This is an optimization exercise on Yosys and OpenROAD, whose aim is small area, a short achievable clock period and few clock cycles, not a production implementation.
Where RTL was checked, it was by simulation tests only, not by an equivalence proof against the original.

// fc_layer_top
module fc_layer_top (
	input  logic                     clk,
	input  logic                     reset_n,
	input  logic                     i_run,       
	input  fc_ctrl_pkg::cnt_t        i_num_cnt,   
	input  fc_data_pkg::data_t       i_node,      
	input  fc_data_pkg::weight_vec_t i_weights,   
	output logic                     o_idle,
	output logic                     o_read,
	output logic                     o_write,
	output logic                     o_done,
	output fc_ctrl_pkg::mem_req_t    o_mem_req,
	output fc_data_pkg::result_vec_t o_results
);
	logic              busy_q;      
	logic              busy_o_q;    
	logic              ce_q;        
	logic              write_q;     
	logic              done_q;
	logic              dv_q;        
	logic              clr_q;       
	logic [5:0]        last_q;      
	fc_ctrl_pkg::cnt_t addr_q;      
	logic              start;
	logic              read_last;
	logic [8:0]                node_x;   
	logic [3:0]                         one, two, neg;
	logic [3:0]                         one_q, two_q, neg_q;
	logic [4*8-1:0] weights_q;
	logic [4*32-1:0]  results_flat;
	assign start     = i_run & ~busy_q;
	assign read_last = ce_q & (addr_q == '0);
	always_ff @(posedge clk or negedge reset_n) begin
		if (!reset_n) begin
			busy_q  <= 1'b0;
			busy_o_q <= 1'b0;
			ce_q    <= 1'b0;
			write_q <= 1'b0;
			done_q  <= 1'b0;
			dv_q    <= 1'b0;
			clr_q   <= 1'b0;
			last_q  <= '0;
		end else begin
			busy_q  <= start | (busy_q & ~done_q);
			busy_o_q <= start | (busy_o_q & ~done_q);
			ce_q    <= start | (ce_q & ~read_last);
			write_q <= start | (write_q & ~last_q[5]);
			done_q  <= last_q[5];
			dv_q    <= ce_q;
			clr_q   <= start;
			last_q  <= {last_q[4:0], read_last};
		end
	end
	always_ff @(posedge clk) begin
		if (!busy_q) begin
			addr_q <= i_num_cnt - fc_ctrl_pkg::cnt_t'(1);
		end else begin
			addr_q <= addr_q - fc_ctrl_pkg::cnt_t'(1);
		end
	end
	assign node_x = {dv_q ? i_node : '0, 1'b0};
	for (genvar i = 0; i < 4; i++) begin : g_booth
		assign one[i] = node_x[2*i] ^ node_x[2*i+1];
		assign two[i] = (node_x[2*i+2] & ~node_x[2*i+1] & ~node_x[2*i]) |
  ...
Size in the first run: about 300 flip-flops, roughly 17000 µm² of cells after synthesis.
Settings: LEC_CHECK=0, CAP_MARGIN=20, CORE_MARGIN=2, CORE_UTILIZATION=40, CTS_CLUSTER_DIAMETER=100, CTS_CLUSTER_SIZE=30, SETUP_SLACK_MARGIN=5.0, SLEW_MARGIN=20; clock period 8.0 ns.
standard.sh (not shown) runs the stock make flow with config.mk's settings and CLKGATE_MAP_FILE= SYNTH_SCRIPT=/design/flow/synth_recipe.tcl, a recipe that flattens the netlist after the stock synthesis.
==> flow/flow/run.sh <==
#!/bin/bash
# Standard layout (standard.sh, unchanged synthesis), with two changes:
# plain buffers on the ports instead of delay buffers, and timing repair
# aiming further below the clock period. The make output goes to make.log in
# the work folder; ORFS keeps each step's own log under orfs/logs/.
set -euo pipefail
cd "$(dirname "$0")/.."
bash standard.sh "BUFFER_PORTS_ARGS=-buffer_cell sky130_fd_sc_hd__buf_2" \
	SETUP_SLACK_MARGIN=5.3 finish > make.log 2>&1
The baseline completed without violations.
Testbench counts at the start, summed over its fixed seeds: cycles 36,227.
==> next run, changes <==
--- a/flow/design.v
+++ b/flow/design.v
@@ -26,14 +26,13 @@
 	input  logic [3:0]               i_neg,      
 	input  fc_data_pkg::data_t       i_weight,   
 	output logic [32-1:0]     o_acc
 );
 	logic [15:0] acc_lo;
 	logic [11:0] acc_hi;
-	logic        inc_q;      
-	logic        nodec_n_q;  
+	logic [1:0]  carry_q;    
 	logic        mid;        
 	logic        mid_q;      
 	logic [28:0] pp;       
 	logic [28:0] pp_q;
 	logic [17:0] lo_sum;
 	logic [7:0]  w;
@@ -335,32 +334,30 @@
 	assign lo_sum[15] = n248;
 	assign lo_sum[16] = n249;
 	assign lo_sum[17] = g240;
 	assign mid = g191;
 	logic hi_inc, hi_dec;
 	logic [11:0] hi_flip;
-	assign hi_inc = inc_q;
-	assign hi_dec = nodec_n_q & ~inc_q;
+	assign hi_inc = carry_q[1];
+	assign hi_dec = ~carry_q[1] & ~carry_q[0];
 	assign hi_flip[0] = hi_inc | hi_dec;
 	for (genvar i = 1; i < 12; i++) begin : g_hi
 		assign hi_flip[i] = hi_flip[i-1] & (acc_hi[i-1] ^ hi_dec);
 	end
 	always_ff @(posedge clk) begin
 		pp_q <= pp;
 	end
 	always_ff @(posedge clk) begin
 		if (i_clear) begin
 			acc_lo  <= '0;
 			acc_hi  <= '0;
-			inc_q     <= 1'b0;
-			nodec_n_q <= 1'b0;
+			carry_q <= 2'd1;
 			mid_q   <= 1'b0;
 		end else begin
 			acc_lo  <= lo_sum[15:0];
-			inc_q     <= lo_sum[17];
-			nodec_n_q <= ~lo_sum[16];
+			carry_q <= lo_sum[17:16];
 			mid_q   <= mid;
 			acc_hi  <= acc_hi ^ hi_flip;
 		end
 	end
 	assign o_acc = {{(32-28){acc_hi[11]}}, acc_hi, acc_lo};   
 endmodule
@@ -406,13 +403,13 @@
 			done_q  <= 1'b0;
 			dv_q    <= 1'b0;
 			clr_q   <= 1'b0;
 			last_q  <= '0;
 		end else begin
 			busy_q  <= start | (busy_q & ~done_q);
-			busy_o_q <= start | (busy_o_q & ~done_q);
+			busy_o_q <= start | (busy_q & ~done_q);
 			ce_q    <= start | (ce_q & ~read_last);
 			write_q <= start | (write_q & ~last_q[5]);
 			done_q  <= last_q[5];
 			dv_q    <= ce_q;
 			clr_q   <= start;
 			last_q  <= {last_q[4:0], read_last};
=> Non-clock buffer count climbs by 9. Clock skew drops by 0.0045 ns. Global-route usage drops by 0.24 points. Die area stays flat. Final cell count climbs slightly. Cell area climbs slightly. Sequential share of layout area drops by 0.37 points. Synthesized cell count is about the same. Critical path depth climbs by 1. Via count climbs slightly. Setup slack got worse by 0.11 ns.
Only the layout flow was run in the second run of this note; the RTL was not checked for function there.

-- re-timing with driven ports --
How much do the figures lean on ideal ports? The routed layouts below were timed once more, with nothing changed but the port constraints. Step 1 sets driving cells, clkbuf_16 on the clock port and buf_2 on the other inputs (assumed; they add their load-dependent delay and slew). Step 2 moves the port delays by t, midway between the first and last clock arrival at a register: inputs arrive t later, outputs are due t later. That takes back most of the time a late clock gives input paths. Three values: no drivers, after step 1, after step 2; two values: the first two.
run | t (ns) | setup WS [ns] | hold slack, ns | worst setup path after step 2 | worst data-port slew with drivers (ns)
the first run | 0.581 | 5.331 / 5.274 / 5.019 | 0.358 / 0.358 / 0.358 | input to register | 0.05
the second run | 0.571 | 5.219 / 5.165 / 5.032 | 0.360 / 0.360 / 0.360 | input to register | 0.03
After both steps every run listed still meets setup and hold. For the first run, which loses most, drivers alone change the setup slack by -0.057 ns; drivers and shift together by -0.312 ns.
